What follows belongs to an exercise in optimizing a design on an open flow for small area, a short achievable clock period and few clock cycles per item; a production flow would make more cautious choices.
Function was checked by simulation only, so behaviour that the tests miss may differ from the original.
The clock port is modelled as an ideal driver; clocking choices that lean on that would not hold on a real chip.

### flow/flow/run.sh
#!/bin/bash
# The standard layout (standard.sh), with:
#  - synthesis by synth_recipe.tcl, but ABC mapping with an area-oriented script
#    (abc -script replaced; flip-flops are mapped before ABC, so unchanged);
#  - buf_1 port buffers, pins one track apart;
#  - timing repair aiming below the 21 ns period (SETUP_SLACK_MARGIN);
#  - a clock tree of clkbuf_16 without dummy loads;
#  - the state flip-flops and output buffers one size up before the clock
#    tree (flow/pre_cts.tcl);
#  - if the routed layout has antenna violations, placement and routing are
#    redone once or twice with a slightly different placement density.
# Each run of standard.sh logs to standard_flow_N.log; ORFS keeps each step's
# log under orfs/logs/.
set -uo pipefail
W=$PWD
MARGIN="15.3"
CTSBUF="sky130_fd_sc_hd__clkbuf_16"
CTSEXTRA="-sink_clustering_size 25 -sink_clustering_max_diameter 80"
DENSITY="0.50"
EXTRA="GPL_ROUTABILITY_DRIVEN=0"
cp flow/map.abc $W/map.abc
cat > $W/my_synth.tcl <<EOT
proc abc {args} {
  set i [lsearch -exact \$args -script]
  if {\$i >= 0} { lset args [expr {\$i+1}] $W/map.abc }
  yosys abc {*}\$args
}
source $W/synth_recipe.tcl
EOT
run_flow() {
  bash standard.sh \
    SYNTH_SCRIPT=$W/my_synth.tcl \
    BUFFER_PORTS_ARGS="-buffer_cell sky130_fd_sc_hd__buf_1" \
    PLACE_PINS_ARGS="-min_distance 1 -min_distance_in_tracks" \
    SETUP_SLACK_MARGIN=$MARGIN \
    PRE_CTS_TCL=$W/flow/pre_cts.tcl \
    CTS_ARGS="-sink_clustering_enable -repair_clock_nets -dont_use_dummy_load -buf_list {$CTSBUF} $CTSEXTRA" \
    $EXTRA "$@"
}
antennas() {
  local odb=$W/orfs/results/sky130hd/aesDecryptTop/base/6_final.odb
  [[ -f $odb ]] || { echo 1; return; }
  printf 'read_db %s\nputs "ANTENNAS [check_antennas]"\n' "$odb" > $W/antennas.tcl
  openroad -no_init -exit $W/antennas.tcl > $W/antennas_check.log 2>&1
  grep -o 'ANTENNAS [0-9]*' $W/antennas_check.log | awk '{print $2}' | tail -1
}
run_flow PLACE_DENSITY=$DENSITY finish > standard_flow_0.log 2>&1
for try in 1 2; do
  n=$(antennas)
  echo "antenna check after try $((try-1)): ${n:-unknown}" >> flow_retries.log
  [[ "$n" == "0" ]] && break
  bash standard.sh clean_place clean_cts clean_route clean_finish > standard_clean_$try.log 2>&1
  d=$(python3 -c "print(f'{$DENSITY + 0.01*$try:.2f}')")
  run_flow PLACE_DENSITY=$d finish > standard_flow_$try.log 2>&1
done
### flow/flow/map.abc
&get -n; &st; &dch; &nf -R 20; &put
### flow/flow/pre_cts.tcl
# the state register drives the plainText outputs: give its flip-flops and
# the output port buffers one size up before the clock tree is built.
set n 0
foreach inst [[ord::get_db_block] getInsts] {
  set nm [$inst getName]
  set m [[$inst getMaster] getName]
  if {[string match "*roundState*" $nm] && $m eq "sky130_fd_sc_hd__dfxtp_1"} {
    replace_cell [get_cells $nm] sky130_fd_sc_hd__dfxtp_2
    incr n
  }
}
puts "resized $n state flip-flops"
set n 0
foreach bt [[ord::get_db_block] getBTerms] {
  if {![string match "plainText*" [$bt getName]]} { continue }
  foreach it [[$bt getNet] getITerms] {
    set inst [$it getInst]
    if {[[$inst getMaster] getName] eq "sky130_fd_sc_hd__buf_1"} {
      replace_cell [get_cells [$inst getName]] sky130_fd_sc_hd__buf_2
      incr n
    }
  }
}
puts "resized $n output buffers"
### flow/standard.sh
#!/bin/bash
# synth_recipe.tcl (not shown) runs the flow's synth.tcl, then flattens the netlist and writes it again
# the make line also repeats each setting of config.mk as NAME=value (left out here)
make -C /OpenROAD-flow-scripts/flow DESIGN_CONFIG=/design/flow/config.mk WORK_HOME=/design/flow/orfs CLKGATE_MAP_FILE= SYNTH_SCRIPT=/design/flow/synth_recipe.tcl "${@:-finish}"
### flow/config.mk
export PLATFORM = sky130hd
export DESIGN_NAME = aesDecryptTop
export DESIGN_NICKNAME = aesDecryptTop
export VERILOG_FILES = /design/flow/design.v
export SDC_FILE = /design/flow/constraint.sdc
export NUM_CORES = 8
export LEC_CHECK = 0
export CAP_MARGIN = 20
export CORE_AREA = 4 4 376 376
export DIE_AREA = 0 0 380 380
export SLEW_MARGIN = 20
### flow/constraint.sdc
create_clock -name core_clock -period 21.0 [get_ports {clk}]
set_input_delay 4.2000 -clock core_clock [delete_from_list [all_inputs] [get_ports {clk}]]
set_output_delay 4.2000 -clock core_clock [all_outputs]
set_load 0.01 [all_outputs]
### flow/design.v
`timescale 1ns/1ps
module invSbox
(
    input  logic [7:0] inByte,
    input  logic [7:0] keyByte,
    output logic [7:0] outByte
);
    logic [3:0] ah, al, s, d, lam;
    logic [8:0] p, q, r, fdi;
    assign ah = inByte[7:4];
    assign al = inByte[3:0];
    assign s  = ah ^ al;
    assign p[0] = ah[3] & al[3];
    assign p[1] = ah[2] & al[2];
    assign p[2] = (ah[3] ^ ah[2]) & (al[3] ^ al[2]);
    assign p[3] = ah[1] & al[1];
    assign p[4] = ah[0] & al[0];
    assign p[5] = (ah[1] ^ ah[0]) & (al[1] ^ al[0]);
    assign p[6] = (ah[3] ^ ah[1]) & (al[3] ^ al[1]);
    assign p[7] = (ah[2] ^ ah[0]) & (al[2] ^ al[0]);
    assign p[8] = ((ah[3] ^ ah[2]) ^ (ah[1] ^ ah[0])) & ((al[3] ^ al[2]) ^ (al[1] ^ al[0]));
    logic x8, x9, x10, x11, x12, x13, x14, x15, x16;
    assign x8 = inByte[1] ^ inByte[2];
    assign x9 = inByte[4] ^ inByte[6];
    assign x10 = x8 ^ x9;
    assign x11 = inByte[3] ^ inByte[5];
    assign x12 = inByte[0] ^ x10;
    assign x13 = inByte[7] ^ x11;
    assign x14 = x10 ^ x13;
    assign x15 = inByte[2] ^ x11;
    assign x16 = inByte[3] ^ inByte[4];
    assign lam[0] = x12;
    assign lam[1] = x14;
    assign lam[2] = x15;
    assign lam[3] = x16;
    logic y13, y14, y15, y16, y17, y18, y19, y20, y21, y22, y23, y24, y25, y26;
    assign y13 = p[0] ^ p[4];
    assign y14 = p[4] ^ p[7];
    assign y15 = p[2] ^ p[3];
    assign y16 = lam[0] ^ y13;
    assign y17 = y15 ^ y16;
    assign y18 = p[1] ^ p[5];
    assign y19 = lam[1] ^ y13;
    assign y20 = y18 ^ y19;
    assign y21 = p[3] ^ p[6];
    assign y22 = lam[2] ^ y14;
    assign y23 = y21 ^ y22;
    assign y24 = p[5] ^ p[8];
    assign y25 = lam[3] ^ y14;
    assign y26 = y24 ^ y25;
    assign d[0] = y17;
    assign d[1] = y20;
    assign d[2] = y23;
    assign d[3] = y26;
    always_comb
    begin
        case (d)
            4'd0: fdi = 9'b000000000;
            4'd1: fdi = 9'b110110000;
            4'd2: fdi = 9'b011011000;
            4'd3: fdi = 9'b101101000;
            4'd4: fdi = 9'b000101101;
            4'd5: fdi = 9'b101000101;
            4'd6: fdi = 9'b110101011;
            4'd7: fdi = 9'b101110011;
            4'd8: fdi = 9'b000110110;
            4'd9: fdi = 9'b110011101;
            4'd10: fdi = 9'b110000110;
            4'd11: fdi = 9'b011110101;
            4'd12: fdi = 9'b000011011;
            4'd13: fdi = 9'b101011110;
            4'd14: fdi = 9'b011101110;
            4'd15: fdi = 9'b011000011;
            default: fdi = 9'b0;
        endcase
    end
    assign q[0] = ah[3] & fdi[0];
    assign r[0] = s[3] & fdi[0];
    assign q[1] = ah[2] & fdi[1];
    assign r[1] = s[2] & fdi[1];
    assign q[2] = (ah[3] ^ ah[2]) & fdi[2];
    assign r[2] = (s[3] ^ s[2]) & fdi[2];
    assign q[3] = ah[1] & fdi[3];
    assign r[3] = s[1] & fdi[3];
    assign q[4] = ah[0] & fdi[4];
    assign r[4] = s[0] & fdi[4];
    assign q[5] = (ah[1] ^ ah[0]) & fdi[5];
    assign r[5] = (s[1] ^ s[0]) & fdi[5];
    assign q[6] = (ah[3] ^ ah[1]) & fdi[6];
    assign r[6] = (s[3] ^ s[1]) & fdi[6];
    assign q[7] = (ah[2] ^ ah[0]) & fdi[7];
    assign r[7] = (s[2] ^ s[0]) & fdi[7];
    assign q[8] = ((ah[3] ^ ah[2]) ^ (ah[1] ^ ah[0])) & fdi[8];
    assign r[8] = ((s[3] ^ s[2]) ^ (s[1] ^ s[0])) & fdi[8];
    logic z26, z27, z28, z29, z30, z31, z32, z33, z34, z35, z36, z37, z38, z39, z40, z41, z42, z43, z44, z45, z46, z47, z48, z49, z50, z51, z52, z53, z54, z55, z56, z57, z58, z59, z60, z61, z62, z63, z64, z65, z66;
    assign z26 = r[0] ^ r[1];
    assign z27 = q[4] ^ q[5];
    assign z28 = r[3] ^ z27;
    assign z29 = r[8] ^ z26;
    assign z30 = q[7] ^ q[8];
    assign z31 = r[5] ^ z28;
    assign z32 = q[0] ^ q[2];
    assign z33 = r[4] ^ r[6];
    assign z34 = q[0] ^ q[1];
    assign z35 = q[3] ^ r[7];
    assign z36 = z29 ^ z32;
    assign z37 = r[1] ^ r[2];
    assign z38 = keyByte[0] ^ z30;
    assign z39 = z37 ^ z38;
    assign z40 = z31 ^ z39;
    assign z41 = q[6] ^ q[7];
    assign z42 = keyByte[1] ^ z32;
    assign z43 = z41 ^ z42;
    assign z44 = r[3] ^ keyByte[2];
    assign z45 = z33 ^ z44;
    assign z46 = z29 ^ z45;
    assign z47 = keyByte[3] ^ z33;
    assign z48 = z34 ^ z28;
    assign z49 = z29 ^ z47;
    assign z50 = z48 ^ z49;
    assign z51 = r[6] ^ r[7];
    assign z52 = keyByte[4] ^ z26;
    assign z53 = z34 ^ z51;
    assign z54 = z52 ^ z53;
    assign z55 = z31 ^ z54;
    assign z56 = q[5] ^ keyByte[5];
    assign z57 = z30 ^ z35;
    assign z58 = z56 ^ z57;
    assign z59 = z36 ^ z58;
    assign z60 = r[6] ^ r[8];
    assign z61 = keyByte[6] ^ z30;
    assign z62 = z60 ^ z61;
    assign z63 = z31 ^ z62;
    assign z64 = q[4] ^ keyByte[7];
    assign z65 = z35 ^ z64;
    assign z66 = z65 ^ z36;
    assign outByte[0] = z40;
    assign outByte[1] = z43;
    assign outByte[2] = z46;
    assign outByte[3] = z50;
    assign outByte[4] = z55;
    assign outByte[5] = z59;
    assign outByte[6] = z63;
    assign outByte[7] = z66;
endmodule
`timescale 1ns/1ps
module invMixColumns
(
    input  logic [31:0] inCol,
    input  logic        flip,
    output logic [31:0] outCol
);
    logic l33, l34, l35, l36, l37, l38, l39, l40, l41, l42, l43, l44, l45, l46, l47, l48, l49, l50, l51, l52, l53, l54, l55, l56, l57, l58, l59, l60, l61, l62, l63, l64, l65, l66, l67, l68, l69, l70, l71, l72, l73, l74, l75, l76, l77, l78, l79, l80, l81, l82, l83, l84, l85, l86, l87, l88, l89, l90, l91, l92, l93, l94, l95, l96, l97, l98, l99, l100, l101, l102, l103, l104, l105, l106, l107, l108, l109, l110, l111, l112, l113, l114, l115, l116, l117, l118, l119, l120, l121, l122, l123, l124, l125, l126, l127, l128, l129, l130, l131, l132, l133, l134, l135, l136, l137, l138, l139, l140, l141, l142, l143, l144, l145, l146, l147, l148, l149, l150, l151, l152, l153, l154, l155, l156, l157, l158, l159, l160, l161, l162, l163, l164, l165, l166, l167, l168, l169, l170, l171, l172, l173, l174, l175, l176, l177, l178, l179, l180, l181, l182, l183, l184, l185, l186, l187, l188, l189, l190, l191, l192, l193, l194, l195, l196, l197, l198, l199, l200, l201, l202, l203, l204, l205, l206, l207, l208, l209, l210, l211, l212, l213, l214, l215, l216, l217, l218, l219, l220, l221, l222, l223, l224, l225, l226, l227, l228, l229, l230, l231, l232, l233, l234, l235, l236, l237, l238, l239, l240, l241, l242, l243;
    assign l33 = inCol[15] ^ inCol[23];
    assign l34 = inCol[3] ^ inCol[7];
    assign l35 = inCol[27] ^ inCol[31];
    assign l36 = inCol[11] ^ inCol[19];
    assign l37 = inCol[12] ^ inCol[28];
    assign l38 = l34 ^ l36;
    assign l39 = inCol[4] ^ inCol[20];
    assign l40 = inCol[2] ^ l35;
    assign l41 = inCol[6] ^ flip;
    assign l42 = inCol[9] ^ inCol[24];
    assign l43 = inCol[1] ^ inCol[16];
    assign l44 = inCol[0] ^ inCol[17];
    assign l45 = inCol[14] ^ inCol[22];
    assign l46 = inCol[8] ^ inCol[25];
    assign l47 = inCol[18] ^ l33;
    assign l48 = l37 ^ l41;
    assign l49 = inCol[26] ^ l42;
    assign l50 = inCol[5] ^ inCol[30];
    assign l51 = inCol[10] ^ l46;
    assign l52 = l33 ^ l35;
    assign l53 = inCol[15] ^ l45;
    assign l54 = l40 ^ l44;
    assign l55 = inCol[23] ^ inCol[29];
    assign l56 = l38 ^ l52;
    assign l57 = inCol[11] ^ inCol[17];
    assign l58 = inCol[7] ^ inCol[31];
    assign l59 = inCol[13] ^ inCol[22];
    assign l60 = inCol[10] ^ l43;
    assign l61 = l39 ^ l41;
    assign l62 = l47 ^ l49;
    assign l63 = inCol[30] ^ l46;
    assign l64 = inCol[9] ^ inCol[19];
    assign l65 = inCol[13] ^ inCol[14];
    assign l66 = inCol[26] ^ l43;
    assign l67 = inCol[6] ^ inCol[15];
    assign l68 = inCol[21] ^ l39;
    assign l69 = inCol[1] ^ inCol[26];
    assign l70 = inCol[13] ^ l44;
    assign l71 = l38 ^ l60;
    assign l72 = inCol[4] ^ inCol[30];
    assign l73 = inCol[0] ^ inCol[16];
    assign l74 = l51 ^ l67;
    assign l75 = l42 ^ l61;
    assign l76 = inCol[14] ^ inCol[21];
    assign l77 = inCol[7] ^ inCol[28];
    assign l78 = inCol[23] ^ l48;
    assign l79 = l66 ^ l72;
    assign l80 = l34 ^ l64;
    assign l81 = inCol[12] ^ l34;
    assign l82 = inCol[29] ^ flip;
    assign l83 = l36 ^ l53;
    assign l84 = l45 ^ l78;
    assign l85 = l63 ^ l75;
    assign l86 = inCol[21] ^ inCol[30];
    assign l87 = inCol[3] ^ inCol[12];
    assign l88 = inCol[8] ^ inCol[24];
    assign l89 = inCol[19] ^ inCol[22];
    assign l90 = inCol[18] ^ inCol[28];
    assign l91 = inCol[7] ^ l33;
    assign l92 = inCol[10] ^ inCol[20];
    assign l93 = l34 ^ l57;
    assign l94 = l36 ^ l69;
    assign l95 = inCol[5] ^ l37;
    assign l96 = l39 ^ l82;
    assign l97 = inCol[20] ^ inCol[24];
    assign l98 = inCol[25] ^ inCol[30];
    assign l99 = l44 ^ l97;
    assign l100 = l98 ^ l99;
    assign l101 = l71 ^ l100;
    assign l102 = l84 ^ l101;
    assign l103 = inCol[18] ^ inCol[22];
    assign l104 = l55 ^ l64;
    assign l105 = l87 ^ l103;
    assign l106 = l40 ^ l66;
    assign l107 = l104 ^ l105;
    assign l108 = l106 ^ l107;
    assign l109 = inCol[31] ^ l33;
    assign l110 = l50 ^ l48;
    assign l111 = l68 ^ l109;
    assign l112 = l110 ^ l111;
    assign l113 = inCol[20] ^ inCol[28];
    assign l114 = inCol[31] ^ l55;
    assign l115 = l73 ^ l89;
    assign l116 = l113 ^ l49;
    assign l117 = l114 ^ l115;
    assign l118 = l116 ^ l117;
    assign l119 = l45 ^ l50;
    assign l120 = l96 ^ l119;
    assign l121 = l56 ^ l120;
    assign l122 = inCol[21] ^ inCol[27];
    assign l123 = l77 ^ l89;
    assign l124 = l122 ^ l47;
    assign l125 = l63 ^ l123;
    assign l126 = l124 ^ l125;
    assign l127 = l91 ^ l94;
    assign l128 = l54 ^ l127;
    assign l129 = inCol[17] ^ inCol[27];
    assign l130 = l65 ^ l129;
    assign l131 = l95 ^ l130;
    assign l132 = l62 ^ l71;
    assign l133 = l131 ^ l132;
    assign l134 = inCol[0] ^ inCol[1];
    assign l135 = l35 ^ l90;
    assign l136 = l134 ^ l135;
    assign l137 = l83 ^ l136;
    assign l138 = l85 ^ l137;
    assign l139 = l50 ^ l92;
    assign l140 = l40 ^ l49;
    assign l141 = l93 ^ l139;
    assign l142 = l140 ^ l141;
    assign l143 = l39 ^ l55;
    assign l144 = l58 ^ l65;
    assign l145 = l48 ^ l143;
    assign l146 = l144 ^ l145;
    assign l147 = inCol[4] ^ l50;
    assign l148 = l77 ^ l88;
    assign l149 = l147 ^ l148;
    assign l150 = l54 ^ l149;
    assign l151 = l50 ^ l59;
    assign l152 = l48 ^ l151;
    assign l153 = l56 ^ l152;
    assign l154 = inCol[3] ^ inCol[6];
    assign l155 = inCol[29] ^ l154;
    assign l156 = l52 ^ l155;
    assign l157 = l79 ^ l156;
    assign l158 = l33 ^ l40;
    assign l159 = l51 ^ l80;
    assign l160 = l158 ^ l159;
    assign l161 = inCol[3] ^ inCol[25];
    assign l162 = l36 ^ l59;
    assign l163 = l161 ^ l68;
    assign l164 = l162 ^ l54;
    assign l165 = l62 ^ l163;
    assign l166 = l164 ^ l165;
    assign l167 = inCol[8] ^ inCol[27];
    assign l168 = l44 ^ l167;
    assign l169 = l80 ^ l168;
    assign l170 = l79 ^ l169;
    assign l171 = l84 ^ l170;
    assign l172 = inCol[2] ^ inCol[10];
    assign l173 = inCol[25] ^ l67;
    assign l174 = l90 ^ l172;
    assign l175 = l38 ^ l70;
    assign l176 = l173 ^ l174;
    assign l177 = l175 ^ l176;
    assign l178 = flip ^ l58;
    assign l179 = l53 ^ l68;
    assign l180 = l95 ^ l178;
    assign l181 = l179 ^ l180;
    assign l182 = inCol[4] ^ inCol[13];
    assign l183 = l73 ^ l182;
    assign l184 = l81 ^ l183;
    assign l185 = l74 ^ l184;
    assign l186 = l65 ^ l86;
    assign l187 = l61 ^ l186;
    assign l188 = l56 ^ l187;
    assign l189 = inCol[2] ^ inCol[5];
    assign l190 = inCol[6] ^ inCol[11];
    assign l191 = inCol[14] ^ inCol[23];
    assign l192 = inCol[31] ^ l42;
    assign l193 = l189 ^ l190;
    assign l194 = l191 ^ l81;
    assign l195 = l192 ^ l193;
    assign l196 = l194 ^ l195;
    assign l197 = l35 ^ l47;
    assign l198 = l60 ^ l93;
    assign l199 = l197 ^ l198;
    assign l200 = l37 ^ l55;
    assign l201 = l69 ^ l86;
    assign l202 = l38 ^ l51;
    assign l203 = l200 ^ l201;
    assign l204 = l54 ^ l202;
    assign l205 = l203 ^ l204;
    assign l206 = inCol[16] ^ l57;
    assign l207 = l87 ^ l40;
    assign l208 = l53 ^ l206;
    assign l209 = l207 ^ l208;
    assign l210 = l85 ^ l209;
    assign l211 = inCol[4] ^ inCol[27];
    assign l212 = l76 ^ l211;
    assign l213 = l47 ^ l51;
    assign l214 = l94 ^ l212;
    assign l215 = l213 ^ l214;
    assign l216 = inCol[30] ^ l37;
    assign l217 = l59 ^ l91;
    assign l218 = l96 ^ l216;
    assign l219 = l217 ^ l218;
    assign l220 = inCol[11] ^ inCol[12];
    assign l221 = inCol[20] ^ l43;
    assign l222 = l76 ^ l88;
    assign l223 = l220 ^ l47;
    assign l224 = l221 ^ l222;
    assign l225 = l223 ^ l224;
    assign l226 = inCol[21] ^ inCol[29];
    assign l227 = l45 ^ l226;
    assign l228 = l48 ^ l227;
    assign l229 = l56 ^ l228;
    assign l230 = l58 ^ l92;
    assign l231 = l70 ^ l230;
    assign l232 = l83 ^ l231;
    assign l233 = inCol[25] ^ inCol[31];
    assign l234 = l233 ^ l38;
    assign l235 = l62 ^ l234;
    assign l236 = inCol[5] ^ inCol[9];
    assign l237 = inCol[18] ^ inCol[29];
    assign l238 = l39 ^ l43;
    assign l239 = l236 ^ l237;
    assign l240 = l38 ^ l40;
    assign l241 = l238 ^ l239;
    assign l242 = l74 ^ l240;
    assign l243 = l241 ^ l242;
    assign outCol[0] = l102;
    assign outCol[1] = ~(l108);
    assign outCol[2] = l112;
    assign outCol[3] = l118;
    assign outCol[4] = ~(l121);
    assign outCol[5] = ~(l126);
    assign outCol[6] = ~(l128);
    assign outCol[7] = l133;
    assign outCol[8] = l138;
    assign outCol[9] = ~(l142);
    assign outCol[10] = l146;
    assign outCol[11] = l150;
    assign outCol[12] = ~(l153);
    assign outCol[13] = ~(l157);
    assign outCol[14] = ~(l160);
    assign outCol[15] = l166;
    assign outCol[16] = l171;
    assign outCol[17] = ~(l177);
    assign outCol[18] = l181;
    assign outCol[19] = l185;
    assign outCol[20] = ~(l188);
    assign outCol[21] = ~(l196);
    assign outCol[22] = ~(l199);
    assign outCol[23] = l205;
    assign outCol[24] = l210;
    assign outCol[25] = ~(l215);
    assign outCol[26] = l219;
    assign outCol[27] = l225;
    assign outCol[28] = ~(l229);
    assign outCol[29] = ~(l232);
    assign outCol[30] = ~(l235);
    assign outCol[31] = l243;
endmodule
module mixColumns
(
    input  logic [31:0] inCol,
    output logic [31:0] outCol
);
    logic m33, m34, m35, m36, m37, m38, m39, m40, m41, m42, m43, m44, m45, m46, m47, m48, m49, m50, m51, m52, m53, m54, m55, m56, m57, m58, m59, m60, m61, m62, m63, m64, m65, m66, m67, m68, m69, m70, m71, m72, m73, m74, m75, m76, m77, m78, m79, m80, m81, m82, m83, m84, m85, m86, m87, m88, m89, m90, m91, m92, m93, m94, m95, m96, m97, m98, m99, m100, m101, m102, m103, m104, m105, m106, m107, m108, m109, m110, m111, m112, m113, m114, m115, m116, m117, m118, m119, m120, m121, m122, m123, m124, m125, m126, m127, m128, m129, m130, m131, m132, m133, m134, m135, m136, m137, m138;
    assign m33 = inCol[15] ^ inCol[23];
    assign m34 = inCol[7] ^ inCol[15];
    assign m35 = inCol[7] ^ inCol[31];
    assign m36 = inCol[3] ^ inCol[11];
    assign m37 = inCol[9] ^ inCol[17];
    assign m38 = inCol[6] ^ inCol[30];
    assign m39 = inCol[14] ^ inCol[22];
    assign m40 = inCol[5] ^ inCol[13];
    assign m41 = inCol[8] ^ inCol[16];
    assign m42 = inCol[23] ^ inCol[31];
    assign m43 = inCol[1] ^ inCol[18];
    assign m44 = inCol[0] ^ m34;
    assign m45 = inCol[4] ^ inCol[28];
    assign m46 = inCol[20] ^ m40;
    assign m47 = inCol[27] ^ m35;
    assign m48 = inCol[12] ^ inCol[29];
    assign m49 = inCol[11] ^ inCol[19];
    assign m50 = inCol[2] ^ inCol[10];
    assign m51 = inCol[29] ^ m39;
    assign m52 = inCol[1] ^ inCol[25];
    assign m53 = inCol[16] ^ inCol[24];
    assign m54 = inCol[19] ^ m42;
    assign m55 = inCol[0] ^ inCol[24];
    assign m56 = inCol[12] ^ inCol[20];
    assign m57 = inCol[13] ^ inCol[21];
    assign m58 = inCol[26] ^ m43;
    assign m59 = inCol[24] ^ m35;
    assign m60 = m41 ^ m59;
    assign m61 = inCol[25] ^ m35;
    assign m62 = m37 ^ m55;
    assign m63 = m61 ^ m62;
    assign m64 = inCol[10] ^ inCol[25];
    assign m65 = m64 ^ m58;
    assign m66 = inCol[2] ^ inCol[26];
    assign m67 = m49 ^ m66;
    assign m68 = m47 ^ m67;
    assign m69 = inCol[3] ^ inCol[28];
    assign m70 = m56 ^ m69;
    assign m71 = m47 ^ m70;
    assign m72 = inCol[29] ^ m45;
    assign m73 = m57 ^ m72;
    assign m74 = inCol[5] ^ inCol[30];
    assign m75 = m74 ^ m51;
    assign m76 = inCol[31] ^ m33;
    assign m77 = m38 ^ m76;
    assign m78 = m53 ^ m44;
    assign m79 = inCol[8] ^ inCol[17];
    assign m80 = m52 ^ m79;
    assign m81 = m44 ^ m80;
    assign m82 = inCol[2] ^ inCol[9];
    assign m83 = m82 ^ m58;
    assign m84 = inCol[3] ^ inCol[19];
    assign m85 = inCol[27] ^ m34;
    assign m86 = m50 ^ m84;
    assign m87 = m85 ^ m86;
    assign m88 = inCol[20] ^ m34;
    assign m89 = m36 ^ m45;
    assign m90 = m88 ^ m89;
    assign m91 = inCol[4] ^ inCol[5];
    assign m92 = inCol[21] ^ m48;
    assign m93 = m91 ^ m92;
    assign m94 = inCol[22] ^ m38;
    assign m95 = m40 ^ m94;
    assign m96 = inCol[6] ^ inCol[14];
    assign m97 = inCol[23] ^ m35;
    assign m98 = m96 ^ m97;
    assign m99 = inCol[8] ^ m33;
    assign m100 = m55 ^ m99;
    assign m101 = inCol[9] ^ m33;
    assign m102 = m41 ^ m52;
    assign m103 = m101 ^ m102;
    assign m104 = inCol[26] ^ m37;
    assign m105 = m50 ^ m104;
    assign m106 = inCol[10] ^ inCol[18];
    assign m107 = inCol[27] ^ m33;
    assign m108 = m36 ^ m106;
    assign m109 = m107 ^ m108;
    assign m110 = inCol[12] ^ m33;
    assign m111 = m45 ^ m49;
    assign m112 = m110 ^ m111;
    assign m113 = m48 ^ m46;
    assign m114 = inCol[14] ^ m38;
    assign m115 = m57 ^ m114;
    assign m116 = inCol[31] ^ m34;
    assign m117 = m39 ^ m116;
    assign m118 = inCol[0] ^ m41;
    assign m119 = m42 ^ m118;
    assign m120 = inCol[1] ^ m37;
    assign m121 = m42 ^ m53;
    assign m122 = m120 ^ m121;
    assign m123 = inCol[17] ^ inCol[18];
    assign m124 = inCol[25] ^ m50;
    assign m125 = m123 ^ m124;
    assign m126 = inCol[18] ^ inCol[26];
    assign m127 = m36 ^ m126;
    assign m128 = m54 ^ m127;
    assign m129 = inCol[4] ^ inCol[27];
    assign m130 = m56 ^ m129;
    assign m131 = m54 ^ m130;
    assign m132 = inCol[21] ^ inCol[28];
    assign m133 = m132 ^ m46;
    assign m134 = inCol[6] ^ inCol[21];
    assign m135 = m134 ^ m51;
    assign m136 = inCol[7] ^ inCol[22];
    assign m137 = inCol[30] ^ m33;
    assign m138 = m136 ^ m137;
    assign outCol[0] = m60;
    assign outCol[1] = m63;
    assign outCol[2] = m65;
    assign outCol[3] = m68;
    assign outCol[4] = m71;
    assign outCol[5] = m73;
    assign outCol[6] = m75;
    assign outCol[7] = m77;
    assign outCol[8] = m78;
    assign outCol[9] = m81;
    assign outCol[10] = m83;
    assign outCol[11] = m87;
    assign outCol[12] = m90;
    assign outCol[13] = m93;
    assign outCol[14] = m95;
    assign outCol[15] = m98;
    assign outCol[16] = m100;
    assign outCol[17] = m103;
    assign outCol[18] = m105;
    assign outCol[19] = m109;
    assign outCol[20] = m112;
    assign outCol[21] = m113;
    assign outCol[22] = m115;
    assign outCol[23] = m117;
    assign outCol[24] = m119;
    assign outCol[25] = m122;
    assign outCol[26] = m125;
    assign outCol[27] = m128;
    assign outCol[28] = m131;
    assign outCol[29] = m133;
    assign outCol[30] = m135;
    assign outCol[31] = m138;
endmodule
`timescale 1ns/1ps
module invRoundDatapath
(
    input  logic [128-1:0] roundState,
    input  logic [128-1:0] roundKey,
    input  logic  stateFlip,
    output logic [128-1:0] nextState
);
    logic [128-1:0] mixed;
    for (genvar c = 0; c < 4; c++)
    begin : genMixCol
        invMixColumns invMixColumns_i
        (
            .inCol  (roundState[127-32*c -: 32]),
            .flip   (stateFlip),
            .outCol (mixed[127-32*c -: 32])
        );
    end
    for (genvar c = 0; c < 4; c++)
    begin : genSboxCol
        for (genvar r = 0; r < 4; r++)
        begin : genSboxRow
            invSbox invSbox_i
            (
                .inByte  (mixed[127-32*((c+4-r)%4)-8*r -: 8]),
                .keyByte (roundKey[127-32*c-8*r -: 8]),
                .outByte (nextState[127-32*c-8*r -: 8])
            );
        end
    end
endmodule
`timescale 1ns/1ps
module roundKeyStore
(
    input  logic     clk,
    input  logic     busy,
    input  logic     busyN,
    input  logic [1408-1:0]   expandedKey,
    output logic [128-1:0]    roundKey
);
    logic [128-1:0] keySlot [0:10-1];
    function automatic logic [128-1:0] keyOf(input logic [1408-1:0] sched, input int r);
        keyOf = {sched[32*(4*r) +: 32], sched[32*(4*r+1) +: 32],
                 sched[32*(4*r+2) +: 32], sched[32*(4*r+3) +: 32]};
    endfunction
    always_ff @(posedge clk)
    begin
        for (int i = 0; i < 10-1; i++)
            keySlot[i] <= ~(({128{busyN}} | keySlot[i+1]) &
                            ({128{busy}} | keyOf(expandedKey, 10-1-i)));
        keySlot[10-1] <= keyOf(expandedKey, 0);
    end
    assign roundKey = keySlot[0];
endmodule
`timescale 1ns/1ps
module aesDecryptCtrl
(
    input  logic     clk,
    input  logic     rstN,
    input  logic     inValid,
    input  logic [128-1:0]    cipherText,
    input  logic [128-1:0]    whitenKey,
    input  logic [128-1:0]    nextState,
    output logic     busy,
    output logic     busyN,
    output logic [128-1:0]    roundState,
    output logic     stateFlip,
    output logic     outValid
);
    logic [3:0] roundsLeft;
    logic       finalRound;
    logic [128-1:0] whitened;
    logic [128-1:0] whitenedMixed;
    assign finalRound = (roundsLeft == 4'd0);
    assign stateFlip  = roundsLeft[0];
    always_ff @(posedge clk)
    begin
        if (!rstN)
        begin
            busy     <= 1'b0;
            busyN    <= 1'b1;
            outValid <= 1'b0;
        end
        else
        begin
            outValid <= busy && finalRound;
            if (!busy)
            begin
                busy  <= inValid;
                busyN <= !inValid;
            end
            else if (finalRound)
            begin
                busy  <= 1'b0;
                busyN <= 1'b1;
            end
        end
    end
    always_ff @(posedge clk)
    begin
        if (!busy)
            roundsLeft <= 4'(10 - 1);
        else
            roundsLeft <= roundsLeft - 4'd1;
    end
    assign whitened = cipherText ^ whitenKey;
    for (genvar c = 0; c < 4; c++)
    begin : genWhitenCol
        mixColumns mixColumns_i
        (
            .inCol  (whitened[127-32*c -: 32]),
            .outCol (whitenedMixed[127-32*c -: 32])
        );
    end
    always_ff @(posedge clk)
        roundState <= ~(({128{busyN}} | nextState) &
                        ({128{busy}} | whitenedMixed));
endmodule
`timescale 1ns/1ps
module aesDecryptTop
(
    input  logic   clk,
    input  logic   rstN,
    input  logic   inValid,
    input  logic [128-1:0]  cipherText,
    input  logic [1408-1:0] expandedKey,
    output logic   outValid,
    output logic [128-1:0]  plainText
);
    logic     busy;
    logic     busyN;
    logic     stateFlip;
    logic [128-1:0]    roundKey;
    logic [128-1:0]    roundState;
    logic [128-1:0]    nextState;
    aesDecryptCtrl aesDecryptCtrl_i
    (
        .clk        (clk),
        .rstN       (rstN),
        .inValid    (inValid),
        .cipherText (cipherText),
        .whitenKey  ({expandedKey[32*40 +: 32], expandedKey[32*41 +: 32],
                      expandedKey[32*42 +: 32], expandedKey[32*43 +: 32]}),
        .nextState  (nextState),
        .busy       (busy),
        .busyN      (busyN),
        .roundState (roundState),
        .stateFlip  (stateFlip),
        .outValid   (outValid)
    );
    roundKeyStore roundKeyStore_i
    (
        .clk         (clk),
        .busy        (busy),
        .busyN       (busyN),
        .expandedKey (expandedKey),
        .roundKey    (roundKey)
    );
    invRoundDatapath invRoundDatapath_i
    (
        .roundState (roundState),
        .roundKey   (roundKey),
        .stateFlip  (stateFlip),
        .nextState  (nextState)
    );
    assign plainText = roundState;
endmodule
==> results.txt, run 1 <==

Logic synthesis
Synthesis inferred between 1000 and 1500 register bits. In this run, synthesis inferred 0 flip-flops with an integrated enable. Sorting the synthesized cells by area gives the leading types as dfxtp_1 42%, xnor2_1 24%, o22ai_1 12%, xor2_1 9.3%, ha_1 2.2%. The Yosys step of the flow raised 4 warnings. Counting every instance in the synthesized netlist gives approximately 6500. The dominant register cell in the synthesized netlist is dfxtp_1. The biggest area contributor in the post-synthesis netlist is dfxtp_1. By count the netlist is led by 1868 x xnor2_1, 1415 x dfxtp_1, 1284 x o22ai_1. The area share of the leading cell type in the synthesized netlist is a little over two fifths. The proportion of synthesized flip-flops having asynchronous set or reset is 0%. The synthesized netlist contains 53 unique library cells. The net count after synthesis is just over 8000. Dividing the synthesized area by the synthesized cell count gives 10.3 µm².

The most common cell in the netlist is xnor2_1. The cell area that synthesis handed to floorplanning was about 67000 µm². The portion of the post-synthesis area used by sequential elements is a little over two fifths.

Floorplan
From bottom edge to top edge, the die measures 380 µm. The total core area is approximately 140000 µm². The effective utilization at floorplan is about half. The number of primary I/O pins is approximately 1700. The floorplan step defined a die boundary enclosing 144000 µm². The number of placement rows is 136. The die is 380 µm wide.

Global route
For this run, the total global-route usage over all layers was measured as approximately 29%. In the global route stage, met3 resource usage came out at 8.52%. In this run the most used layer during global routing was met2. After global routing the overflow that remains totals 0. The wire length of the first global-routing pass is approximately 330000 µm. The met1 layer usage reported by global route is 35.9%. Global routing consumed, on the met2 layer, 46.3% of the routing resources.

The number of antenna violations at the first check in global routing came to 130. Entering global routing, the biggest net connects approximately 250 pins. The via count of the first global-routing pass is 54200.

Detailed routing
For this block, the routed nets add up to ~220000 µm of wire. The detailed-route DRC error count is 0. The total via count in the routed design is between 50000 and 60000. The number of iterations in the first detailed-routing pass is 7. The mean routed wirelength per cell is ~22 µm. The iteration-0 DRC count of the detailed router is around 3700. The via density per instance is 5.31. The remaining antenna violation count is 0.

Critical path
The worst setup path is of the reg2out kind. The maximum fanout along the worst path is 6. The required time at the worst-slack endpoint is between 15 and 20 ns. On the critical path the largest part of the delay comes from flip-flops. The total buffers and inverters traversed by the critical path is 1. The worst setup path is launched from a flip-flop. For the worst setup path, the data arrival time is 1.47 ns.

The critical path goes through buf_2. The largest single stage delay on the critical path is around 0.49 ns. STA classifies the critical path endpoint as an output pin. The largest individual stage delay along the critical path comes from the cell dfxtp_2.

Clock network
Clock latency on the worst-skew pair, taken at its later pin, is between 0.7 and 0.8 ns. Clock-pin slew was measured on the worst setup and hold paths at ~0.1 ns. Clock tree synthesis inserted a total of ~80 buffers.

Counting every sink on the clock net gives about 1400. The clock tree from TritonCTS is built.

STA
Setup violations remaining at the end of the flow were counted as 0. The transition time of the tightest slew-check pin is ~1.1 ns. Setup total negative slack on the finished layout was measured at 0 ns. The worst path uses roughly 27% of the clock period. The relative slew slack is 26.1%. The final-report hold violation count came to 0.

The highest achievable clock rate is 176 MHz. Setup repair after global routing could not meet its margin everywhere. The final number of max-transition violations came to 0.

For the finished layout, the period the worst path requires is about 5.7 ns. For the final database, setup skew stands at 0.0975 ns.

Layout
The number of nets in the final layout is about 10000. The number of inserted filler cells in the final layout is 12300. The fraction of layout instances using a drive strength above 1 is 9.57%.

Registers take 28500 µm². Summing all multi-input logic gate instances after layout gives slightly above 40000 µm². The synthesis-to-layout area growth is 22.6%.

Run status
The run finished with no timing, DRC or antenna violations.

Place
The number of buffers inserted by port buffering is about 1700. Detailed placement ended at an HPWL of around 180000 µm.

Min path
The class of the most critical hold timing path is reg2reg.

Run
The total of max-cap violations is 0.
logic make-up (layout without fill, tap and decap cells):
logic type      Yosys count  in the layout  synth area share, %
xor+xnor               2639           2639                 35.8
compound gates         1542           1542                 14.4
flops                  1415           1415                 42.3
simple gates            707            707                 4.56
fa+ha+maj               115            115                 2.15
buf+inv                  81           1966                0.454
mux                      17             17                0.320
other cells               0             97                    0
routing by layer:
layer	up-vias	share of wire, %	wire length (µm)
met5	-	0.18	414
met4	62	5.6	12700
met3	597	8.3	18600
met2	2028	46	103000
met1	25400	40	90600
li1	26500	-	-
layout make-up:
class / count / share of cell area [%]
sequential: 1415 / 34.7
tap: 1794 / 2.74
timing repair buffer: 1807 / 9.21
inverter: 81 / 0.375
antenna: 97 / 0.296
multi-input combinational: 5020 / 50.3
clock buffer: 78 / 2.38
final timing paths:
kind                                    startpoint                         endpoint  slack [ns]  cells past startpoint
hold reg to reg     roundKeyStore_i.keySlot[2][63]   roundKeyStore_i.keySlot[1][63]        0.36                      1
setup / recovery  aesDecryptCtrl_i.roundState[119]                   plainText[119]       15.33                      1
hold / removal      roundKeyStore_i.keySlot[2][63]   roundKeyStore_i.keySlot[1][63]        0.36                      1
setup reg to reg   aesDecryptCtrl_i.roundState[59]  aesDecryptCtrl_i.roundState[59]       15.52                     21
registers in the layout, summed over array words and instances, names as in the netlist:
signal / count
roundKeyStore_i.keySlot: 1280
aesDecryptCtrl_i.roundState: 128
aesDecryptCtrl_i.roundsLeft: 4
aesDecryptCtrl_i.busy: 1
aesDecryptCtrl_i.busyN: 1
aesDecryptCtrl_i.outValid: 1
what timing repair did:
action	in CTS	in global routing
setup endpoints to repair	128	120
hold endpoints to repair	0	0
setup buffers	7	104
hold buffers	0	0
pin swaps	10	57
gates resized for setup	190	189
metrics by stage:
step                      util [%]  std cells  cell area, µm²  setup WS, ns  hold WS (ns)
after global routing          59.6      10300           82000         15.18         0.376
after floorplan                  -       6516           66900         12.91         0.399
final                         59.7      10300           82000         15.33         0.364
after detailed placement      55.1      10000           75700         14.05         0.405
after CTS                     57.8      10100           79500         15.30         0.361
after global placement        55.0      10000           75700         14.13         0.400
layout by cell type (no fill, tap or decap), drive strengths merged, types with 8 or more instances in the layout:
master	Yosys	routed
a211oi	12	12
o21ai	77	77
nor2b	40	40
nor2	289	289
or2	17	17
a22oi	15	15
mux2i	9	9
a21o	8	8
nor3	11	11
nand3	11	11
o22ai	1284	1284
and2	20	20
nand2b	56	56
diode	0	97
dfxtp	1415	1415
a21oi	77	77
clkinv	81	79
xnor2	1868	1868
clkbuf	0	78
o21a	10	10
buf	0	1807
xnor3	54	54
nand2	252	252
ha	115	115
xor2	711	711
Testbench counts, summed over its fixed seeds: cycles 5,640, items 512.
==> inputs of run 2 (changes only) <==
--- a/flow/design.v
+++ b/flow/design.v
@@ -5,11 +5,10 @@
     input  logic [7:0] keyByte,
     output logic [7:0] outByte
 );
-    logic [3:0] ah, al, s, d, lam;
+    logic [3:0] ah, al, d, lam;
     logic [8:0] p, q, r, fdi;
     assign ah = inByte[7:4];
     assign al = inByte[3:0];
-    assign s  = ah ^ al;
     assign p[0] = ah[3] & al[3];
     assign p[1] = ah[2] & al[2];
     assign p[2] = (ah[3] ^ ah[2]) & (al[3] ^ al[2]);
@@ -75,73 +74,76 @@
         endcase
     end
     assign q[0] = ah[3] & fdi[0];
-    assign r[0] = s[3] & fdi[0];
+    assign r[0] = al[3] & fdi[0];
     assign q[1] = ah[2] & fdi[1];
-    assign r[1] = s[2] & fdi[1];
+    assign r[1] = al[2] & fdi[1];
     assign q[2] = (ah[3] ^ ah[2]) & fdi[2];
-    assign r[2] = (s[3] ^ s[2]) & fdi[2];
+    assign r[2] = (al[3] ^ al[2]) & fdi[2];
     assign q[3] = ah[1] & fdi[3];
-    assign r[3] = s[1] & fdi[3];
+    assign r[3] = al[1] & fdi[3];
     assign q[4] = ah[0] & fdi[4];
-    assign r[4] = s[0] & fdi[4];
+    assign r[4] = al[0] & fdi[4];
     assign q[5] = (ah[1] ^ ah[0]) & fdi[5];
-    assign r[5] = (s[1] ^ s[0]) & fdi[5];
+    assign r[5] = (al[1] ^ al[0]) & fdi[5];
     assign q[6] = (ah[3] ^ ah[1]) & fdi[6];
-    assign r[6] = (s[3] ^ s[1]) & fdi[6];
+    assign r[6] = (al[3] ^ al[1]) & fdi[6];
     assign q[7] = (ah[2] ^ ah[0]) & fdi[7];
-    assign r[7] = (s[2] ^ s[0]) & fdi[7];
+    assign r[7] = (al[2] ^ al[0]) & fdi[7];
     assign q[8] = ((ah[3] ^ ah[2]) ^ (ah[1] ^ ah[0])) & fdi[8];
-    assign r[8] = ((s[3] ^ s[2]) ^ (s[1] ^ s[0])) & fdi[8];
-    logic z26, z27, z28, z29, z30, z31, z32, z33, z34, z35, z36, z37, z38, z39, z40, z41, z42, z43, z44, z45, z46, z47, z48, z49, z50, z51, z52, z53, z54, z55, z56, z57, z58, z59, z60, z61, z62, z63, z64, z65, z66;
-    assign z26 = r[0] ^ r[1];
-    assign z27 = q[4] ^ q[5];
-    assign z28 = r[3] ^ z27;
-    assign z29 = r[8] ^ z26;
-    assign z30 = q[7] ^ q[8];
-    assign z31 = r[5] ^ z28;
-    assign z32 = q[0] ^ q[2];
-    assign z33 = r[4] ^ r[6];
-    assign z34 = q[0] ^ q[1];
-    assign z35 = q[3] ^ r[7];
-    assign z36 = z29 ^ z32;
-    assign z37 = r[1] ^ r[2];
-    assign z38 = keyByte[0] ^ z30;
-    assign z39 = z37 ^ z38;
-    assign z40 = z31 ^ z39;
-    assign z41 = q[6] ^ q[7];
-    assign z42 = keyByte[1] ^ z32;
-    assign z43 = z41 ^ z42;
-    assign z44 = r[3] ^ keyByte[2];
-    assign z45 = z33 ^ z44;
-    assign z46 = z29 ^ z45;
-    assign z47 = keyByte[3] ^ z33;
-    assign z48 = z34 ^ z28;
-    assign z49 = z29 ^ z47;
-    assign z50 = z48 ^ z49;
-    assign z51 = r[6] ^ r[7];
-    assign z52 = keyByte[4] ^ z26;
-    assign z53 = z34 ^ z51;
-    assign z54 = z52 ^ z53;
-    assign z55 = z31 ^ z54;
-    assign z56 = q[5] ^ keyByte[5];
-    assign z57 = z30 ^ z35;
-    assign z58 = z56 ^ z57;
-    assign z59 = z36 ^ z58;
-    assign z60 = r[6] ^ r[8];
-    assign z61 = keyByte[6] ^ z30;
-    assign z62 = z60 ^ z61;
-    assign z63 = z31 ^ z62;
-    assign z64 = q[4] ^ keyByte[7];
-    assign z65 = z35 ^ z64;
-    assign z66 = z65 ^ z36;
-    assign outByte[0] = z40;
-    assign outByte[1] = z43;
-    assign outByte[2] = z46;
-    assign outByte[3] = z50;
-    assign outByte[4] = z55;
-    assign outByte[5] = z59;
-    assign outByte[6] = z63;
-    assign outByte[7] = z66;
+    assign r[8] = ((al[3] ^ al[2]) ^ (al[1] ^ al[0])) & fdi[8];
+    logic z26, z27, z28, z29, z30, z31, z32, z33, z34, z35, z36, z37, z38, z39, z40, z41, z42, z43, z44, z45, z46, z47, z48, z49, z50, z51, z52, z53, z54, z55, z56, z57, z58, z59, z60, z61, z62, z63, z64, z65, z66, z67, z68, z69;
+    assign z26 = q[3] ^ r[1];
+    assign z27 = r[0] ^ z26;
+    assign z28 = q[4] ^ q[7];
+    assign z29 = q[6] ^ r[3];
+    assign z30 = r[6] ^ z29;
+    assign z31 = q[1] ^ q[2];
+    assign z32 = r[5] ^ z28;
+    assign z33 = q[8] ^ r[8];
+    assign z34 = z27 ^ z30;
+    assign z35 = r[4] ^ z33;
+    assign z36 = r[7] ^ z27;
+    assign z37 = q[8] ^ r[2];
+    assign z38 = r[3] ^ keyByte[0];
+    assign z39 = z26 ^ z31;
+    assign z40 = z37 ^ z38;
+    assign z41 = z32 ^ z39;
+    assign z42 = z40 ^ z41;
+    assign z43 = q[0] ^ q[2];
+    assign z44 = q[6] ^ q[7];
+    assign z45 = keyByte[1] ^ z43;
+    assign z46 = z44 ^ z45;
+    assign z47 = q[0] ^ q[1];
+    assign z48 = q[4] ^ keyByte[2];
+    assign z49 = z47 ^ z48;
+    assign z50 = z35 ^ z49;
+    assign z51 = z34 ^ z50;
+    assign z52 = q[5] ^ keyByte[3];
+    assign z53 = z52 ^ z35;
+    assign z54 = z34 ^ z53;
+    assign z55 = r[7] ^ keyByte[4];
+    assign z56 = z55 ^ z32;
+    assign z57 = z34 ^ z56;
+    assign z58 = q[5] ^ r[8];
+    assign z59 = keyByte[5] ^ z31;
+    assign z60 = z58 ^ z59;
+    assign z61 = z36 ^ z60;
+    assign z62 = q[3] ^ r[8];
+    assign z63 = keyByte[6] ^ z62;
+    assign z64 = z30 ^ z32;
+    assign z65 = z63 ^ z64;
+    assign z66 = keyByte[7] ^ z28;
+    assign z67 = z31 ^ z33;
+    assign z68 = z66 ^ z67;
+    assign z69 = z36 ^ z68;
+    assign outByte[0] = z42;
+    assign outByte[1] = z46;
+    assign outByte[2] = z51;
+    assign outByte[3] = z54;
+    assign outByte[4] = z57;
+    assign outByte[5] = z61;
+    assign outByte[6] = z65;
+    assign outByte[7] = z69;
 endmodule
 `timescale 1ns/1ps
 module invMixColumns
--- a/flow/flow/run.sh
+++ b/flow/flow/run.sh
@@ -15,7 +15,7 @@
 W=$PWD
 MARGIN="15.3"
 CTSBUF="sky130_fd_sc_hd__clkbuf_16"
-CTSEXTRA="-sink_clustering_size 25 -sink_clustering_max_diameter 80"
+CTSEXTRA="-sink_clustering_size 20 -sink_clustering_max_diameter 100"
 DENSITY="0.50"
 EXTRA="GPL_ROUTABILITY_DRIVEN=0"
 cp flow/map.abc $W/map.abc
==> results.txt, run 2 <==
Critical path
The count of cells along the worst register-to-register path came to 19 (-9.5%). The required time at the worst-slack endpoint is 16.80 ns (about the same). The cell family contributing the most delay on the critical path is flip-flops. The maximum fanout along the worst path was 8 (+2).

The biggest cell delay along the critical path is 0.56 ns (+0.07 ns). The worst setup slack for register-to-register paths is 15.38 ns (-0.14 ns). The number of gates on the worst path with buffers counted was 1 (unchanged). In this run the critical register-to-register path is launched from aesDecryptCtrl_i.roundState[127]. The total buffers and inverters traversed by the critical path is 1 (unchanged). The type of the worst setup path is reg2out. Traced cell by cell, the critical path runs through buf_2.

The critical path data arrival time is 1.50 ns (+0.03 ns). STA classifies the critical path startpoint as a flip-flop. STA classifies the critical path endpoint as an output pin. The reg-to-reg endpoint is aesDecryptCtrl_i.roundState[7]. The cell type of the slowest stage on the worst timing path is dfxtp_2.

Floorplan
The floorplan die height came to 380 µm (unchanged). The die outline width is 380 µm (unchanged). The die outline area was 144000 µm² (unchanged). The number of placement rows was 136 (unchanged). The effective utilization at floorplan is 48.0% (-0.63 points).

The total core area is 137000 µm² (unchanged). The number of primary I/O pins is 1668 (unchanged).

Place
The number of buffers inserted by port buffering is 1667 (unchanged). The detailed placement HPWL is 174000 µm (-0.55%).

Layout
The flip-flop count of the largest register after layout is 1280 (unchanged). The fraction of layout instances using a drive strength above 1 is 8.95% (-0.62 points). The utilization after layout is 58.4% (-1.2 points). The number of inserted filler cells in the final layout is 12500 (+1.4%).

The number of nets in the final layout is 9738 (-3.2%). More flip-flops sit in one register than any other, and that register is roundKeyStore_i.keySlot. Leaving out fill and tap cells, the most frequent cells in the layout are 1580 x xnor2_1, 1539 x buf_1, 1297 x o22ai_1. The most common library cell in the layout ignoring fill and taps is xnor2_1.

Relative to the synthesized area, the layout overhead comes to 21.6%. In the final layout, the registers with the most flip-flops are roundKeyStore_i.keySlot x1280, aesDecryptCtrl_i.roundState x128, aesDecryptCtrl_i.roundsLeft x4.

Logic synthesis
By count the netlist is led by 1770 x xnor2_1, 1415 x dfxtp_1, 1297 x o22ai_1. The post-synthesis register bit count is 1415 (unchanged). The dominant register cell in the synthesized netlist is dfxtp_1. The count of different cell masters after synthesis was 46 (-13%). The portion of the post-synthesis area used by sequential elements came to 42.9% (+0.56 points).

The area share of the leading cell type in the synthesized netlist is 42.9% (+0.56 points). The number of flops mapped to enable cells by yosys is 0 (unchanged). Of all cell types, the one taking the most synthesized area is dfxtp_1. The proportion of synthesized flip-flops having asynchronous set or reset was 0% (unchanged). The number of warnings printed during yosys synthesis is 4 (unchanged). The mean cell area of the mapped netlist came to 10.5 µm² (+2.2%). The net count after synthesis is 7888 (-3.5%). The synthesized cell area was 66000 µm² (-1.3%). The number of instances in the synthesized netlist is 6296 (-3.4%). Yosys instantiated no cell more often than xnor2_1. Yosys attributes the largest share of cell area to dfxtp_1 43%, xnor2_1 23%, o22ai_1 12%, xor2_1 8.1%, xnor3_1 4.3%.

Global route
The number of antenna violations at the first check in global routing is 121 (-6.9%). The wire length of the first global-routing pass came to 326000 µm (-0.23%). The residual overflow from global routing is 0 (unchanged).

The pin count of the biggest net entering global routing is 221 (-11%). The overall routing resource usage is 29.2% (+0.040 points). The via count of the first global-routing pass came to 53600 (-1.1%).

Run
The total of max-cap violations was 0 (unchanged).

STA
The final worst clock skew is 0.0984 ns (+0.000808 ns). The period utilization is 27.1% (+0.12 points). The final-report hold violation count is 0 (unchanged). Setup repair after global routing could not meet its margin everywhere.

The relative slew slack is 26.4% (+0.34 points). The setup violation total in the final timing report is 0 (unchanged). The final critical-path required period is 5.70 ns (+0.0261 ns). The transition time of the tightest slew-check pin is 1.10 ns (-0.00517 ns). The final number of max-transition violations is 0 (unchanged). The setup total negative slack was 0 ns (unchanged).

The highest achievable clock rate is 176 MHz (-0.46%).

Detailed routing
The detailed-route DRC error count came to 0 (unchanged). The mean routed wirelength per cell is 22.4 µm (+2.4%). The iteration-0 DRC count of the detailed router came to 3944 (+7.0%). The remaining antenna violation count is 0 (unchanged). The wire length reported by the detailed router was 224000 µm (-0.22%). The total via count in the routed design came to 53500 (-2.0%). The via density per instance is 5.34 (+0.57%). The number of iterations in the first detailed-routing pass was 6 (-1).

Min path
The startpoint identified for the worst hold timing path is roundKeyStore_i.keySlot[1][27]. The class of the most critical hold timing path is reg2reg. For hold timing, the worst endpoint is roundKeyStore_i.keySlot[0][27]. The hold-critical path depth is 1 (unchanged).

Clock network
The register clock-pin slew on the reported worst setup and hold paths is 0.10 ns (about the same). The clock latency reported for the late side of the worst-skew pair came to 0.75 ns (+0.02 ns). The clock sink count was 1415 (unchanged). The clock tree from TritonCTS is built.

The clock buffer count from CTS is 85 (+9.0%).

Run status
The flow ran to the end and the layout has no timing, DRC or antenna violations.
run 2: cell count changes after synthesis, sizes merged, moves of 10 or more:
cell	delta
nand2b	+15
ha	-62
nor2	+11
o21ai	+10
nand2	-69
xnor2	-98
xor2	-100
o22ai	+13
and2	+14
xnor3	+71
run 2: per-stage QoR:
stage / area (µm²) / worst slack, ns / cells / hold WS [ns]
4_1_cts: 78500 / 15.21 / 9881 / 0.382
5_1_grt: 80300 / 15.11 / 10000 / 0.401
2_1_floorplan: 66100 / 13.13 / 6296 / 0.399
6_report: 80300 / 15.30 / 10000 / 0.394
3_3_place_gp: 74800 / 14.02 / 9785 / 0.400
3_5_place_dp: 74800 / 13.97 / 9785 / 0.405
run 2: routing by layer:
metal	GRT usage, %	part of all wire (%)
met3	8.80	8.4
met4	16.9	6.2
met5	0	0.19
met2	46.5	46
met1	35.1	39
run 2: cell type report:
type | instances | area (µm²) | area share [%]
clock buffer | 85 | 2130 | 2.65
timing repair buffer | 1763 | 7200 | 8.97
antenna | 91 | 228 | 0.283
sequential | 1415 | 28500 | 35.5
tap | 1794 | 2240 | 2.79
multi-input combinational | 4806 | 39700 | 49.4
inverter | 75 | 289 | 0.360
run 2: cells by family after synthesis:
group	after synthesis	share of synthesized area (%)
buffers and inverters	75	0.426
AOI/OAI and AO/OA	1537	14.4
DFF	1415	42.9
and+or+nand+nor	680	4.58
xor gates and xnor gates	2520	36.3
adders and majority gates	53	1.00
muxes	16	0.322
run 2: worst max path at each step:
stage,from,end,slack (ns)
2_1_floorplan,aesDecryptCtrl_i.busyN,aesDecryptCtrl_i.roundState[53],13.13
3_3_place_gp,aesDecryptCtrl_i.roundState[75],aesDecryptCtrl_i.roundState[102],14.02
3_5_place_dp,aesDecryptCtrl_i.roundState[75],aesDecryptCtrl_i.roundState[102],13.97
4_1_cts,aesDecryptCtrl_i.roundsLeft[0],aesDecryptCtrl_i.roundState[48],15.21
5_1_grt,aesDecryptCtrl_i.roundState[96],aesDecryptCtrl_i.roundState[124],15.11
6_report,aesDecryptCtrl_i.roundState[63],plainText[63],15.30
run 2: repair_timing:
item	CTS	global route
resized for setup	164	176
hold buffers	0	0
endpoints found under the hold margin	0	0
pin swaps	13	41
setup endpoints to repair	137	119
buffers inserted	11	57
Testbench counts of run 2, summed over its fixed seeds: cycles 5,640, items 512.
==> inputs of run 3 (changes only) <==
--- a/flow/flow/run.sh
+++ b/flow/flow/run.sh
@@ -1,7 +1,8 @@
 #!/bin/bash
 # The standard layout (standard.sh), with:
 #  - synthesis by synth_recipe.tcl, but ABC mapping with an area-oriented script
-#    (abc -script replaced; flip-flops are mapped before ABC, so unchanged);
+#    (abc -script replaced; flip-flops are mapped before ABC, so unchanged),
+#    without the three-input XOR cells;
 #  - buf_1 port buffers, pins one track apart;
 #  - timing repair aiming below the 21 ns period (SETUP_SLACK_MARGIN);
 #  - a clock tree of clkbuf_16 without dummy loads;
@@ -23,6 +24,7 @@
 proc abc {args} {
   set i [lsearch -exact \$args -script]
   if {\$i >= 0} { lset args [expr {\$i+1}] $W/map.abc }
+  foreach c {xor3_1 xor3_2 xor3_4 xnor3_1 xnor3_2 xnor3_4} { lappend args -dont_use sky130_fd_sc_hd__\$c }
   yosys abc {*}\$args
 }
 source $W/synth_recipe.tcl
--- a/flow/config.mk
+++ b/flow/config.mk
@@ -6,6 +6,6 @@
 export NUM_CORES = 8
 export LEC_CHECK = 0
 export CAP_MARGIN = 20
-export CORE_AREA = 4 4 376 376
-export DIE_AREA = 0 0 380 380
+export CORE_AREA = 4 4 396 396
+export DIE_AREA = 0 0 400 400
 export SLEW_MARGIN = 20
==> results.txt, run 3 <==
STA
The highest achievable clock rate is 176 MHz (+0.27%). The relative slew slack is 24.9% (-1.6 points). The final worst clock skew is 0.0768 ns (-0.0216 ns). The final number of max-transition violations is 0 (unchanged). The setup violation total in the final timing report was 0 (unchanged). The final-report hold violation count was 0 (unchanged). Setup repair after global routing could not meet its margin everywhere. The transition time of the tightest slew-check pin is 1.12 ns (+0.0156 ns). The worst hold margin is 0.377 ns (-0.0167 ns). The period utilization is 27.1% (-0.073 points).

The final critical-path required period is 5.68 ns (-0.0153 ns). The setup total negative slack is 0 ns (unchanged).

Critical path
The critical path goes through buf_2. The critical path data arrival time is 1.48 ns (-0.02 ns). The total buffers and inverters traversed by the critical path is 1 (unchanged). The worst setup slack for register-to-register paths is 15.52 ns (+0.14 ns). The cell family contributing the most delay on the critical path is flip-flops. The maximum fanout along the worst path is 6 (-2). STA classifies the critical path endpoint as an output pin. The worst setup path is launched from a flip-flop. Among all stages on the critical path, the largest delay is contributed by dfxtp_2. The critical path is of the reg2out type.

The biggest cell delay along the critical path is 0.57 ns (about the same). The required time at the worst-slack endpoint is 16.80 ns (about the same).

Global route
The overall routing resource usage is 27.1% (-2.1 points). The number of antenna violations at the first check in global routing is 124 (+2.5%). The pin count of the biggest net entering global routing was 208 (-5.9%).

The residual overflow from global routing is 0 (unchanged). The wire length of the first global-routing pass is 332000 µm (+1.7%). The via count of the first global-routing pass is 53300 (-0.56%).

Layout
Leaving out fill and tap cells, the most frequent cell in the layout is xnor2_1. The number of nets in the final layout was 9887 (+1.5%). The flip-flop count of the largest register after layout came to 1280 (unchanged). The total non-filler cell area in the finished layout was 80700 µm² (+0.41%).

The storage element area came to 28500 µm² (about the same). The fraction of layout instances using a drive strength above 1 is 9.84% (+0.89 points). The final instance count without filler cells is 10400 (+4.0%). Relative to the synthesized area, the layout overhead comes to 24.2%. In the layout the commonest cells are 1733 x xnor2_1, 1539 x buf_1, 1290 x o22ai_1. The number of inserted filler cells in the final layout is 14500 (+16%). The multi-input gate area in the final layout is 39400 µm² (-0.81%). The largest registers in the layout are roundKeyStore_i.keySlot x1280, aesDecryptCtrl_i.roundState x128, aesDecryptCtrl_i.roundsLeft x4. Counting flops per register, the top entry is roundKeyStore_i.keySlot.

Logic synthesis
The synthesized cell area was 64900 µm² (-1.7%). In the synthesized netlist, the cells that appear most often are 2017 x xnor2_1, 1415 x dfxtp_1, 1290 x o22ai_1. Ranked by total cell area, the synthesized netlist is headed by dfxtp_1 44%, xnor2_1 27%, o22ai_1 12%, xor2_1 8.1%, nor2_1 1.6%. The count of different cell masters after synthesis was 46 (unchanged).

The number of flops mapped to enable cells by yosys was 0 (unchanged). The portion of the post-synthesis area used by sequential elements is 43.6% (+0.73 points). The number of instances in the synthesized netlist is 6402 (+1.7%). The post-synthesis cell type with the largest combined area is dfxtp_1. The dominant register cell in the synthesized netlist is dfxtp_1. The mean cell area of the mapped netlist was 10.1 µm² (-3.3%). The proportion of synthesized flip-flops having asynchronous set or reset came to 0% (unchanged). The net count after synthesis is 7994 (+1.3%). The area share of the leading cell type in the synthesized netlist is 43.6% (+0.73 points). The most common cell in the netlist is xnor2_1. The post-synthesis register bit count is 1415 (unchanged).

The number of warnings printed during yosys synthesis is 4 (unchanged).

Min path
The path class of the tightest hold or removal check is reg2reg.

Floorplan
The number of primary I/O pins is 1668 (unchanged). The total core area is 152000 µm² (+11%). The floorplan die height was 400 µm (+5.3%).

The die outline width is 400 µm (+5.3%). The number of placement rows is 143 (+5.1%). The die outline area was 160000 µm² (+11%). The effective utilization at floorplan is 42.6% (-5.4 points).

Detailed routing
The wire length reported by the detailed router was 234000 µm (+4.4%). The remaining antenna violation count is 0 (unchanged). The iteration-0 DRC count of the detailed router came to 3625 (-8.1%).

The detailed-route DRC error count is 0 (unchanged). The mean routed wirelength per cell is 22.5 µm (+0.45%). The number of iterations in the first detailed-routing pass is 7 (+1). The via density per instance is 5.19 (-2.8%).

The total via count in the routed design is 54100 (+1.1%).

Place
The detailed placement HPWL was 183000 µm (+4.9%). The instance area after placement is 74000 µm² (-1.0%). The number of cells after detailed placement is 10100 (+3.6%). The number of buffers inserted by port buffering was 1667 (unchanged).

Clock network
The clock buffer count from CTS is 84 (-1.2%). The clock sink count is 1415 (unchanged). The clock tree from TritonCTS is built. The clock latency reported for the late side of the worst-skew pair came to 0.73 ns (-0.02 ns).

The register clock-pin slew on the reported worst setup and hold paths is 0.09 ns (about the same).

Run status
The flow ran to the end and the layout has no timing, DRC or antenna violations.

Run
The total of max-cap violations came to 0 (unchanged).
-- run 3: cell families (layout without fill, tap and decap cells) --
family | count (synthesis) | after routing | synth area share (%)
AO/OA/AOI/OAI | 1544 | 1544 | 14.7
XOR/XNOR | 2615 | 2615 | 35.3
adder cells (fa/ha/maj) | 53 | 53 | 1.02
buffers and inverters | 75 | 1966 | 0.434
flip-flops | 1415 | 1415 | 43.6
multiplexers | 11 | 11 | 0.229
other | 0 | 103 | 0
AND/OR/NAND/NOR | 689 | 689 | 4.70
-- run 3: area by class of cell --
| cell class | count | share of cell area, % |
|---|---|---|
| sequential | 1415 | 35.3 |
| antenna | 103 | 0.319 |
| multi-input combinational | 4912 | 48.8 |
| inverter | 75 | 0.354 |
| tap | 2030 | 3.15 |
| clock buffer | 84 | 2.61 |
| timing repair buffer | 1807 | 9.40 |
-- run 3: what timing repair did --
action,4_1_cts,5_1_grt
resized for setup,214,176
setup endpoints to repair,126,115
gates cloned,0,0
pin swaps,12,47
setup buffers,11,91
hold buffers,0,0
-- run 3: through the flow --
| step | setup WS (ns) | utilization (%) |
|---|---|---|
| 5_1_grt | 15.22 | 52.9 |
| 4_1_cts | 15.24 | 51.4 |
| 3_3_place_gp | 13.80 | 48.6 |
| 3_5_place_dp | 13.78 | 48.6 |
| 6_report | 15.32 | 53.0 |
| 2_1_floorplan | 13.60 | - |
-- run 3: final timing paths --
kind / from / endpoint / depth (start not counted)
worst min-delay path: roundKeyStore_i.keySlot[6][115] / roundKeyStore_i.keySlot[5][115] / 1
worst max-delay path: aesDecryptCtrl_i.roundState[50] / plainText[50] / 1
worst max register to register: aesDecryptCtrl_i.roundState[80] / aesDecryptCtrl_i.roundState[54] / 21
worst min register to register: roundKeyStore_i.keySlot[6][115] / roundKeyStore_i.keySlot[5][115] / 1
-- run 3: routing by layer --
metal  part of all wire [%]  track usage [%]  wire length [µm]  vias up
met1                     40             32.8             94200    25200
li1                       -                -                 -    26200
met4                    6.4             15.1             15000       44
met5                   0.13                0               295        -
met3                    7.8             7.66             18200      666
met2                     46             43.4            107000     2072

==> separate check: timing with driven ports <==
In the flow no input, the clock included, has a driving cell. The finished layouts below were timed again as built, in two steps. Step 1 (the two cells are an assumption about what drives the block):
set clk [get_ports {clk}]
set_driving_cell -lib_cell sky130_fd_sc_hd__clkbuf_16 $clk
set_driving_cell -lib_cell sky130_fd_sc_hd__buf_2 [delete_from_list [all_inputs] $clk]
Step 2, shift: input delay + t, output delay - t, t = (earliest + latest rising clock arrival at the registers) / 2. This alone moves slack from input paths to output paths. a / b / c = ideal ports / drivers / drivers and shift; a / b = the first two.
| run | t, ns | slack for setup (ns) | slew at the worst register clock pin (ns) | worst data-port slew with drivers (ns) |
|---|---|---|---|---|
| run 1 | 0.758 | 15.329 / 15.250 / 14.687 | 0.10 / 0.10 | 0.17 |
| run 2 | 0.780 | 15.303 / 15.223 / 14.730 | 0.10 / 0.10 | 0.17 |
| run 3 | 0.783 | 15.319 / 15.230 / 14.785 | 0.09 / 0.09 | 0.28 |
After both steps every run listed still meets setup and hold. The setup slack of run 1, which loses most, moves by -0.079 ns with the drivers and by -0.642 ns with both steps.
